From an optimization exercise on the open Yosys and OpenROAD flow, aimed at small area; shortcuts taken in it are not production practice.
Only simulation tests tie the RTL to the original design; equivalence was not proved.

==> inputs of tundra <==
==> flow/design.v <==
package regAluPkg;
	localparam int dataW = 16;      
	localparam int swW = 10;        
	localparam int regAddrW = 4;    
	localparam int numRegs = 1 << regAddrW;
	localparam int flagW = 5;
	localparam int flagC = 0;   
	localparam int flagL = 1;   
	localparam int flagF = 2;   
	localparam int flagZ = 3;   
	localparam int flagN = 4;   
	localparam logic [3:0] opADD = 4'h0;
	localparam logic [3:0] opSUB = 4'h1;
	localparam logic [3:0] opAND = 4'h2;
	localparam logic [3:0] opOR  = 4'h3;
	localparam logic [3:0] opXOR = 4'h4;
	localparam logic [3:0] opNOT = 4'h5;
	localparam logic [3:0] opLSH = 4'h6;
	localparam logic [3:0] opRSH = 4'h7;
	localparam logic [3:0] opMOV = 4'h8;
	localparam logic [3:0] opCMP = 4'h9;
	typedef struct packed {
		logic [3:0] op;
		logic immSel;
		logic [regAddrW-1:0] rdest;
		logic [swW-1:0] bSel;
	} aluCmd_t;
	typedef struct packed {
		logic [regAddrW-1:0] rdest;
		logic [dataW-1:0] value;
		logic [flagW-1:0] flags;
		logic writeEn;                 
	} aluResult_t;
endpackage
module switchCapture (
	input logic clk,
	input logic rstN,
	input logic [regAluPkg::swW-1:0] dataIn,
	input logic ldReg,      
	input logic ldSetup,
	input logic ldImm,
	input logic ldInst,
	input logic cmdReady,
	output logic cmdValid,
	output regAluPkg::aluCmd_t cmd
);
	logic [3:0] prsMeta;
	logic [3:0] prsSync;
	logic [3:0] prsPrev;
	logic [3:0] btnFall;
	logic [3:0] fOp;
	logic fImmSel;
	logic [regAluPkg::regAddrW-1:0] fRdest;
	logic [regAluPkg::regAddrW-1:0] fRsrc;
	logic [regAluPkg::swW-1:0] fImm;
	always_ff @(posedge clk or negedge rstN) begin
		if (!rstN) begin
			prsMeta <= '0;
			prsSync <= '0;
			prsPrev <= '0;
		end else begin
			prsMeta <= ~{ldInst, ldImm, ldSetup, ldReg};
			prsSync <= prsMeta;
			prsPrev <= prsSync;
		end
	end
	assign btnFall = prsSync & ~prsPrev;
	always_ff @(posedge clk or negedge rstN) begin
		if (!rstN) begin
			fRdest <= '0;
			fRsrc <= '0;
			fOp <= '0;
			fImmSel <= 1'b0;
			fImm <= '0;
		end else begin
			if (btnFall[0]) begin
				fRdest <= dataIn[9:6];
				fRsrc <= dataIn[3:0];
			end
			if (btnFall[1]) begin
				fOp <= dataIn[3:0];
				fImmSel <= dataIn[4];
			end
			if (btnFall[2]) fImm <= dataIn;
		end
	end
	always_ff @(posedge clk or negedge rstN) begin
		if (!rstN) cmdValid <= 1'b0;
		else if (!cmdValid) cmdValid <= btnFall[3];
		else if (cmdReady) cmdValid <= 1'b0;      
	end
	always_ff @(posedge clk) begin
		if (!cmdValid && btnFall[3]) begin
			cmd.op <= fOp;
			cmd.immSel <= fImmSel;
			cmd.rdest <= fRdest;
			cmd.bSel <= fImmSel ? fImm : {6'b0, fRsrc};
		end
	end
endmodule
module regFile (
	input logic clk,
	input logic rstN,
	input logic [regAluPkg::regAddrW-1:0] rdAddrA,
	input logic [regAluPkg::regAddrW-1:0] rdAddrB,
	input logic immSel,
	input logic [regAluPkg::swW-1:0] imm,
	input logic wrEn,
	input logic [regAluPkg::regAddrW-1:0] wrAddr,
	input logic [regAluPkg::dataW-1:0] wrData,
	output logic [regAluPkg::dataW-1:0] rdDataA,
	output logic [regAluPkg::dataW-1:0] rdDataB
);
	localparam int immLo = regAluPkg::dataW - regAluPkg::swW;
	logic [regAluPkg::dataW-1:0] regs [regAluPkg::numRegs];
	logic [regAluPkg::numRegs-1:0] written;
	logic [regAluPkg::numRegs-1:0] selA;
	logic [regAluPkg::numRegs-1:0] selB;
	always_ff @(posedge clk or negedge rstN) begin
		if (!rstN) written <= '0;
		else if (wrEn) written[wrAddr] <= 1'b1;
	end
	always_ff @(posedge clk) begin
		if (wrEn) regs[wrAddr] <= wrData;
	end
	rfReadSel decA (.addr(rdAddrA), .en(1'b1), .written(written), .sel(selA));
	rfReadSel decB (.addr(rdAddrB), .en(!immSel), .written(written), .sel(selB));
	for (genvar b = 0; b < regAluPkg::dataW; b++) begin : gBit
		logic [regAluPkg::numRegs-1:0] column;
		for (genvar r = 0; r < regAluPkg::numRegs; r++) begin : gReg
			assign column[r] = regs[r][b];
		end
		rfReadBit bitA (.sel(selA), .column(column), .q(rdDataA[b]));
		if (b < immLo) begin : gLow
			rfReadBit bitB (.sel(selB), .column(column), .q(rdDataB[b]));
		end else begin : gImm
			rfReadBitImm bitB (.sel(selB), .column(column), .immSel(immSel), .imm(imm[b-immLo]), .q(rdDataB[b]));
		end
	end
endmodule
module rfReadSel (
	input logic [regAluPkg::regAddrW-1:0] addr,
	input logic en,
	input logic [regAluPkg::numRegs-1:0] written,
	output logic [regAluPkg::numRegs-1:0] sel
);
	always_comb begin
		for (int i = 0; i < regAluPkg::numRegs; i++) sel[i] = en && written[i] && (addr == i);
	end
endmodule
module rfReadBit (
	input logic [regAluPkg::numRegs-1:0] sel,
	input logic [regAluPkg::numRegs-1:0] column,
	output logic q
);
	assign q = |(sel & column);
endmodule
module rfReadBitImm (
	input logic [regAluPkg::numRegs-1:0] sel,
	input logic [regAluPkg::numRegs-1:0] column,
	input logic immSel,
	input logic imm,
	output logic q
);
	assign q = |(sel & column) | (immSel & imm);
endmodule
module operandFetch (
	input logic clk,
	input logic rstN,
	input logic cmdValid,
	input regAluPkg::aluCmd_t cmd,
	input logic opReady,
	output logic cmdReady,
	output logic opValid,
	output regAluPkg::aluCmd_t ops
);
	logic cmdTake;
	assign cmdReady = !opValid || opReady;
	assign cmdTake = cmdValid && cmdReady;
	always_ff @(posedge clk or negedge rstN) begin
		if (!rstN) opValid <= 1'b0;
		else if (cmdReady) opValid <= cmdValid;
	end
	always_ff @(posedge clk) begin
		if (cmdTake) ops <= cmd;
	end
endmodule
module aluExec (
	input logic clk,
	input logic rstN,
	input logic opValid,
	input logic [3:0] op,
	input logic [regAluPkg::regAddrW-1:0] rdest,
	input logic [regAluPkg::dataW-1:0] a,
	input logic [regAluPkg::dataW-1:0] b,
	input logic resultReady,
	output logic opReady,
	output logic wrEn,
	output logic [regAluPkg::dataW-1:0] wrData,
	output logic resultValid,
	output regAluPkg::aluResult_t result
);
	logic [regAluPkg::dataW-1:0] aluValue;
	logic [regAluPkg::flagW-1:0] aluFlags;
	logic isCmp;
	logic opTake;
	aluCore core (.op(op), .a(a), .b(b), .value(aluValue), .flags(aluFlags), .isCmp(isCmp));
	assign opReady = !resultValid || resultReady;
	assign opTake = opValid && opReady;
	assign wrEn = opTake && !isCmp;
	assign wrData = aluValue;
	always_ff @(posedge clk or negedge rstN) begin
		if (!rstN) resultValid <= 1'b0;
		else if (opReady) resultValid <= opValid;
	end
	always_ff @(posedge clk) begin
		if (opTake) begin
			result.rdest <= rdest;
			result.value <= aluValue;
			result.flags <= aluFlags;
			result.writeEn <= !isCmp;
		end
	end
endmodule
module aluCore (
	input logic [3:0] op,
	input logic [regAluPkg::dataW-1:0] a,
	input logic [regAluPkg::dataW-1:0] b,
	output logic [regAluPkg::dataW-1:0] value,
	output logic [regAluPkg::flagW-1:0] flags,
	output logic isCmp
);
	localparam int W = regAluPkg::dataW;
	logic isAdd, isSub, sub, arith, isLsh, isRsh;
	logic [3:0] truth;
	logic [W:0] carry;
	logic [W:0] lt;
	logic [W-1:0] shr;
	aluDecode dec (.op(op), .isAdd(isAdd), .isSub(isSub), .isCmp(isCmp), .sub(sub), .arith(arith),
		.isLsh(isLsh), .isRsh(isRsh), .truth(truth));
	aluShift shifter (.a(a), .left(isLsh), .amount(b[3:0]), .y(shr));
	assign carry[0] = sub;
	assign lt[0] = 1'b0;
	for (genvar i = 0; i < W; i++) begin : gBit
		aluBit slice (.a(a[i]), .b(b[i]), .sub(sub), .cin(carry[i]), .ltIn(lt[i]),
			.arith(arith), .isRsh(isRsh), .isLsh(isLsh), .shrR(shr[i]), .shrL(shr[W-1-i]),
			.truth(truth), .value(value[i]), .cout(carry[i+1]), .ltOut(lt[i+1]));
	end
	aluFlags fl (.value(value), .c15(carry[W-1]), .c16(carry[W]), .lt(lt[W]), .a15(a[W-1]), .b15(b[W-1]),
		.isAdd(isAdd), .isSub(isSub), .flags(flags));
endmodule
module aluDecode (
	input logic [3:0] op,
	output logic isAdd,
	output logic isSub,
	output logic isCmp,
	output logic sub,
	output logic arith,
	output logic isLsh,
	output logic isRsh,
	output logic [3:0] truth     
);
	always_comb begin
		isAdd = (op == regAluPkg::opADD);
		isSub = (op == regAluPkg::opSUB);
		isCmp = (op == regAluPkg::opCMP);
		sub = isSub || isCmp;
		arith = isAdd || sub;
		isLsh = (op == regAluPkg::opLSH);
		isRsh = (op == regAluPkg::opRSH);
		case (op)
			regAluPkg::opADD, regAluPkg::opSUB, regAluPkg::opCMP,
			regAluPkg::opLSH, regAluPkg::opRSH: truth = 4'b0000;
			regAluPkg::opAND: truth = 4'b1000;
			regAluPkg::opOR: truth = 4'b1110;
			regAluPkg::opXOR: truth = 4'b0110;
			regAluPkg::opNOT: truth = 4'b0101;
			default: truth = 4'b1010;     
		endcase
	end
endmodule
module aluShift (
	input logic [regAluPkg::dataW-1:0] a,
	input logic left,
	input logic [3:0] amount,
	output logic [regAluPkg::dataW-1:0] y
);
	logic [regAluPkg::dataW-1:0] x;
	always_comb begin
		for (int i = 0; i < regAluPkg::dataW; i++) x[i] = left ? a[regAluPkg::dataW-1-i] : a[i];
	end
	assign y = x >> amount;
endmodule
module aluBit (
	input logic a,
	input logic b,
	input logic sub,
	input logic cin,
	input logic ltIn,
	input logic arith,
	input logic isRsh,
	input logic isLsh,
	input logic shrR,
	input logic shrL,
	input logic [3:0] truth,
	output logic value,
	output logic cout,
	output logic ltOut
);
	logic s;
	assign {cout, s} = a + (b ^ sub) + cin;
	assign ltOut = (!a && b) || (!(a ^ b) && ltIn);
	assign value = truth[{a, b}] || (arith && s) || (isRsh && shrR) || (isLsh && shrL);
endmodule
module aluFlags (
	input logic [regAluPkg::dataW-1:0] value,
	input logic c15,
	input logic c16,
	input logic lt,
	input logic a15,
	input logic b15,
	input logic isAdd,
	input logic isSub,
	output logic [regAluPkg::flagW-1:0] flags
);
	always_comb begin
		flags[regAluPkg::flagC] = (isAdd && c16) || (isSub && lt);
		flags[regAluPkg::flagL] = lt;
		flags[regAluPkg::flagF] = (isAdd || isSub) && (c15 ^ c16);
		flags[regAluPkg::flagZ] = (value == '0);
		flags[regAluPkg::flagN] = (a15 ^ b15) ? a15 : lt;
	end
endmodule
module hexDisplay (
	input logic clk,
	input logic rstN,
	input logic wrEn,
	input logic [regAluPkg::dataW-1:0] wrData,
	output logic [6:0] seg3,     
	output logic [6:0] seg2,
	output logic [6:0] seg1,
	output logic [6:0] seg0
);
	logic [regAluPkg::dataW-1:0] shownValue;
	function automatic logic [6:0] hexSeg(input logic [3:0] nib);
		case (nib)
			4'h0: hexSeg = ~7'b0111111;
			4'h1: hexSeg = ~7'b0000110;
			4'h2: hexSeg = ~7'b1011011;
			4'h3: hexSeg = ~7'b1001111;
			4'h4: hexSeg = ~7'b1100110;
			4'h5: hexSeg = ~7'b1101101;
			4'h6: hexSeg = ~7'b1111101;
			4'h7: hexSeg = ~7'b0000111;
			4'h8: hexSeg = ~7'b1111111;
			4'h9: hexSeg = ~7'b1100111;
			4'hA: hexSeg = ~7'b1110111;
			4'hB: hexSeg = ~7'b1111100;   
			4'hC: hexSeg = ~7'b1011000;   
			4'hD: hexSeg = ~7'b1011110;   
			4'hE: hexSeg = ~7'b1111001;
			default: hexSeg = ~7'b1110001;   
		endcase
	endfunction
	always_ff @(posedge clk or negedge rstN) begin
		if (!rstN) shownValue <= '0;
		else if (wrEn) shownValue <= wrData;    
	end
	assign seg3 = hexSeg(shownValue[15:12]);
	assign seg2 = hexSeg(shownValue[11:8]);
	assign seg1 = hexSeg(shownValue[7:4]);
	assign seg0 = hexSeg(shownValue[3:0]);
endmodule
module regAluTop (
	input logic clk,
	input logic rstN,
	input logic [regAluPkg::swW-1:0] dataIn,
	input logic ldReg,
	input logic ldSetup,
	input logic ldImm,
	input logic ldInst,
	input logic resultReady,
	output logic resultValid,
	output regAluPkg::aluResult_t result,
	output logic [6:0] seg3,
	output logic [6:0] seg2,
	output logic [6:0] seg1,
	output logic [6:0] seg0
);
	logic cmdValid;
	logic cmdReady;
	regAluPkg::aluCmd_t cmd;
	logic opValid;
	logic opReady;
	regAluPkg::aluCmd_t ops;
	logic [regAluPkg::dataW-1:0] rdDataA;
	logic [regAluPkg::dataW-1:0] opB;
	logic wrEn;
	logic [regAluPkg::dataW-1:0] wrData;
	switchCapture capture (
		.clk(clk),
		.rstN(rstN),
		.dataIn(dataIn),
		.ldReg(ldReg),
		.ldSetup(ldSetup),
		.ldImm(ldImm),
		.ldInst(ldInst),
		.cmdReady(cmdReady),
		.cmdValid(cmdValid),
		.cmd(cmd)
	);
	operandFetch fetch (
		.clk(clk),
		.rstN(rstN),
		.cmdValid(cmdValid),
		.cmd(cmd),
		.opReady(opReady),
		.cmdReady(cmdReady),
		.opValid(opValid),
		.ops(ops)
	);
	regFile rf (
		.clk(clk),
		.rstN(rstN),
		.rdAddrA(ops.rdest),
		.rdAddrB(ops.bSel[3:0]),
		.immSel(ops.immSel),
		.imm(ops.bSel),
		.wrEn(wrEn),
		.wrAddr(ops.rdest),
		.wrData(wrData),
		.rdDataA(rdDataA),
		.rdDataB(opB)
	);
	aluExec exec (
		.clk(clk),
		.rstN(rstN),
		.opValid(opValid),
		.op(ops.op),
		.rdest(ops.rdest),
		.a(rdDataA),
		.b(opB),
		.resultReady(resultReady),
		.opReady(opReady),
		.wrEn(wrEn),
		.wrData(wrData),
		.resultValid(resultValid),
		.result(result)
	);
	hexDisplay display (
		.clk(clk),
		.rstN(rstN),
		.wrEn(wrEn),
		.wrData(wrData),
		.seg3(seg3),
		.seg2(seg2),
		.seg1(seg1),
		.seg0(seg0)
	);
endmodule
==> flow/run.sh <==
#!/bin/bash
# synth_recipe.tcl (not shown) runs the flow's synth.tcl, then flattens the netlist and writes it again
# the make line also repeats each setting of config.mk as NAME=value (left out here)
make -C /OpenROAD-flow-scripts/flow DESIGN_CONFIG=/design/flow/config.mk WORK_HOME=/design/flow/orfs CLKGATE_MAP_FILE= SYNTH_SCRIPT=/design/flow/synth_recipe.tcl finish
==> flow/config.mk <==
export PLATFORM = sky130hd
export DESIGN_NAME = regAluTop
export DESIGN_NICKNAME = regAluTop
export VERILOG_FILES = /design/flow/design.v
export SDC_FILE = /design/flow/constraint.sdc
export NUM_CORES = 4
export LEC_CHECK = 0
export CAP_MARGIN = 20
export CORE_MARGIN = 2
export CORE_UTILIZATION = 60
export PLACE_DENSITY = 0.7
export SLEW_MARGIN = 20
export SYNTH_HIERARCHICAL = 1
==> flow/constraint.sdc <==
create_clock -name core_clock -period 7.0 [get_ports {clk}]
set_input_delay 1.4000 -clock core_clock [delete_from_list [all_inputs] [get_ports {clk}]]
set_output_delay 1.4000 -clock core_clock [all_outputs]
set_load 0.01 [all_outputs]
==> yarrow: changes against tundra <==
==> flow/design.v, changed modules only <==
module aluExec (
	input logic clk,
	input logic rstN,
	input logic opValid,
	input logic [3:0] op,
	input logic [regAluPkg::regAddrW-1:0] rdest,
	input logic [regAluPkg::dataW-1:0] a,
	input logic [regAluPkg::dataW-1:0] b,
	input logic resultReady,
	output logic opReady,
	output logic wrEn,
	output logic [regAluPkg::dataW-1:0] wrData,
	output logic resultValid,
	output regAluPkg::aluResult_t result
);
	logic [regAluPkg::dataW-1:0] aluValue;
	logic [regAluPkg::flagW-1:0] aluFlags;
	logic isCmp;
	logic opTake;
	aluCore core (.op(op), .a(a), .b(b), .value(aluValue), .flags(aluFlags), .isCmp(isCmp));
	assign opReady = !resultValid || resultReady;
	assign opTake = opValid && opReady;
	assign wrEn = opTake && !isCmp;
	assign wrData = aluValue;
	always_ff @(posedge clk or negedge rstN) begin
		if (!rstN) resultValid <= 1'b0;
		else if (opReady) resultValid <= opValid;
	end
	logic [regAluPkg::regAddrW-1:0] resRdest;
	logic [regAluPkg::dataW-1:0] resValue;
	logic [regAluPkg::flagW-1:0] resFlags;
	logic resWriteEn;
	always_ff @(posedge clk) begin
		if (opTake) begin
			resRdest <= rdest;
			resValue <= aluValue;
			resFlags[regAluPkg::flagN] <= aluFlags[regAluPkg::flagN];
			resFlags[regAluPkg::flagF] <= aluFlags[regAluPkg::flagF];
			resFlags[regAluPkg::flagL] <= aluFlags[regAluPkg::flagL];
			resFlags[regAluPkg::flagC] <= aluFlags[regAluPkg::flagC];
			resWriteEn <= !isCmp;
		end
	end
	always_comb begin
		result.rdest = resRdest;
		result.value = resValue;
		result.flags = resFlags;
		result.flags[regAluPkg::flagZ] = (resValue == '0);
		result.writeEn = resWriteEn;
	end
endmodule
module aluCore (
	input logic [3:0] op,
	input logic [regAluPkg::dataW-1:0] a,
	input logic [regAluPkg::dataW-1:0] b,
	output logic [regAluPkg::dataW-1:0] value,
	output logic [regAluPkg::flagW-1:0] flags,
	output logic isCmp
);
	localparam int W = regAluPkg::dataW;
	logic isAdd, isSub, sub, arith, isLsh, isRsh;
	logic [3:0] truth;
	logic [W:0] carry;
	logic ltAll;
	logic [W-1:0] shr;
	aluDecode dec (.op(op), .isAdd(isAdd), .isSub(isSub), .isCmp(isCmp), .sub(sub), .arith(arith),
		.isLsh(isLsh), .isRsh(isRsh), .truth(truth));
	aluShift shifter (.a(a), .left(isLsh), .amount(b[3:0]), .y(shr));
	logic [W-1:0] bx, p, g, pl, gl;
	assign bx = b ^ {W{sub}};
	assign p = a ^ bx;
	assign g = a & bx;
	assign pl = ~(a ^ b);
	assign gl = ~a & b;
	aluCarry adder (.p(p), .g(g), .cin(sub), .carry(carry));
	aluLess less (.p(pl), .g(gl), .lt(ltAll));
	for (genvar i = 0; i < W; i++) begin : gBit
		aluBit slice (.a(a[i]), .b(b[i]), .s(p[i] ^ carry[i]),
			.arith(arith), .isRsh(isRsh), .isLsh(isLsh), .shrR(shr[i]), .shrL(shr[W-1-i]),
			.truth(truth), .value(value[i]));
	end
	aluFlags fl (.value(value), .c15(carry[W-1]), .c16(carry[W]), .lt(ltAll), .a15(a[W-1]), .b15(b[W-1]),
		.isAdd(isAdd), .isSub(isSub), .flags(flags));
endmodule
module aluBit (
	input logic a,
	input logic b,
	input logic s,
	input logic arith,
	input logic isRsh,
	input logic isLsh,
	input logic shrR,
	input logic shrL,
	input logic [3:0] truth,
	output logic value
);
	assign value = truth[{a, b}] || (arith && s) || (isRsh && shrR) || (isLsh && shrL);
endmodule
module aluCarry (
	input logic [15:0] p,
	input logic [15:0] g,
	input logic cin,
	output logic [16:0] carry
);
	logic [3:0] gg, gp;
	logic [4:0] gc;
	always_comb begin
		for (int k = 0; k < 4; k++) begin
			gg[k] = g[4*k+3] | (p[4*k+3] & g[4*k+2]) | (p[4*k+3] & p[4*k+2] & g[4*k+1]) |
				(p[4*k+3] & p[4*k+2] & p[4*k+1] & g[4*k]);
			gp[k] = &p[4*k +: 4];
		end
		gc[0] = cin;
		gc[1] = gg[0] | (gp[0] & cin);
		gc[2] = gg[1] | (gp[1] & gg[0]) | (gp[1] & gp[0] & cin);
		gc[3] = gg[2] | (gp[2] & gg[1]) | (gp[2] & gp[1] & gg[0]) | (gp[2] & gp[1] & gp[0] & cin);
		gc[4] = gg[3] | (gp[3] & gc[3]);
		for (int k = 0; k < 4; k++) begin
			carry[4*k] = gc[k];
			for (int j = 1; j < 4; j++) carry[4*k+j] = g[4*k+j-1] | (p[4*k+j-1] & carry[4*k+j-1]);
		end
		carry[16] = gc[4];
	end
endmodule
module aluLess (
	input logic [15:0] p,
	input logic [15:0] g,
	output logic lt
);
	logic [3:0] gg, gp;
	always_comb begin
		for (int k = 0; k < 4; k++) begin
			gg[k] = g[4*k+3] | (p[4*k+3] & g[4*k+2]) | (p[4*k+3] & p[4*k+2] & g[4*k+1]) |
				(p[4*k+3] & p[4*k+2] & p[4*k+1] & g[4*k]);
			gp[k] = &p[4*k +: 4];
		end
		lt = gg[3] | (gp[3] & gg[2]) | (gp[3] & gp[2] & gg[1]) | (gp[3] & gp[2] & gp[1] & gg[0]);
	end
endmodule
module aluFlags (
	input logic [regAluPkg::dataW-1:0] value,
	input logic c15,
	input logic c16,
	input logic lt,
	input logic a15,
	input logic b15,
	input logic isAdd,
	input logic isSub,
	output logic [regAluPkg::flagW-1:0] flags
);
	always_comb begin
		flags[regAluPkg::flagC] = (isAdd && c16) || (isSub && lt);
		flags[regAluPkg::flagL] = lt;
		flags[regAluPkg::flagF] = (isAdd || isSub) && (c15 ^ c16);
		flags[regAluPkg::flagZ] = 1'b0;     
		flags[regAluPkg::flagN] = (a15 ^ b15) ? a15 : lt;
	end
endmodule
- CTS_BUF_LIST: not set -> sky130_fd_sc_hd__clkbuf_4 sky130_fd_sc_hd__clkbuf_8
==> results.cfg <==
[cts]
clk_latency_ns = 0.61

[cells_and_area]
syn2layout_area_growth_pct = 14.25
fin_util_pct = 69.64
seqAreaFraction_pct = 49.88
nFillCells = 2296
antenna_cells = 0

[grt]
antenna_found_initial = 1

[critical_path]
cp_top_family = simple AND/OR/NAND/NOR gates

[pwr]
powerDensity_nw_per_um2 = 262.1
comb_power_share_pct = 18.9
total_power_uw = 5954
p_leak_uw = 0.008479

[route]
wl_per_cell_um = 30.87

[sta]
fin_setup_tns_ns = 0

[run_status]
outcome = complete, no violations
[end of results for yarrow]
==> results.cfg <==
[run_status]
outcome = failed layout checks
failed_checks = negative setup slack

[critical_path]
cp_top_family = adder cells

[sta]
setup_viol = 93
fin_ws_ns = -1.444
fin_setup_tns_ns = -82.24

[grt]
antenna_found_initial = 2

[pwr]
total_power_uw = 6465
comb_power_share_pct = 20.4

[cells_and_area]
nFillCells = 2069
seqAreaFraction_pct = 47.14
syn2layout_area_growth_pct = 23.19
fin_util_pct = 74.63

[cts]
clk_latency_ns = 0.56
[end of results for tundra]

static timing again, ports no longer ideal:
The flow's constraints put no driver on any port. The routed layouts listed below were extracted and timed again, unchanged, in two steps.
Step 1 (the two cells are an assumption about what drives the block):
set clk [get_ports {clk}]
set_driving_cell -lib_cell sky130_fd_sc_hd__clkbuf_16 $clk
set_driving_cell -lib_cell sky130_fd_sc_hd__buf_2 [delete_from_list [all_inputs] $clk]
Step 2 times the ports against the registers' clock, not the clock port: input delays grow and output delays shrink by t, the midpoint of the rising clock arrivals with the driver on.
Three values: ideal ports, drivers, drivers and shift; two values: the first two.
run | shift t [ns] | slack for setup (ns) | worst hold slack (ns) | worst slew at a driven data input, ns
tundra | 0.607 | -1.444 / -1.444 / -1.444 | 0.354 / 0.354 / 0.354 | 0.03
yarrow | 0.647 | 0.921 / 0.921 / 0.921 | 0.347 / 0.347 / 0.347 | 0.04
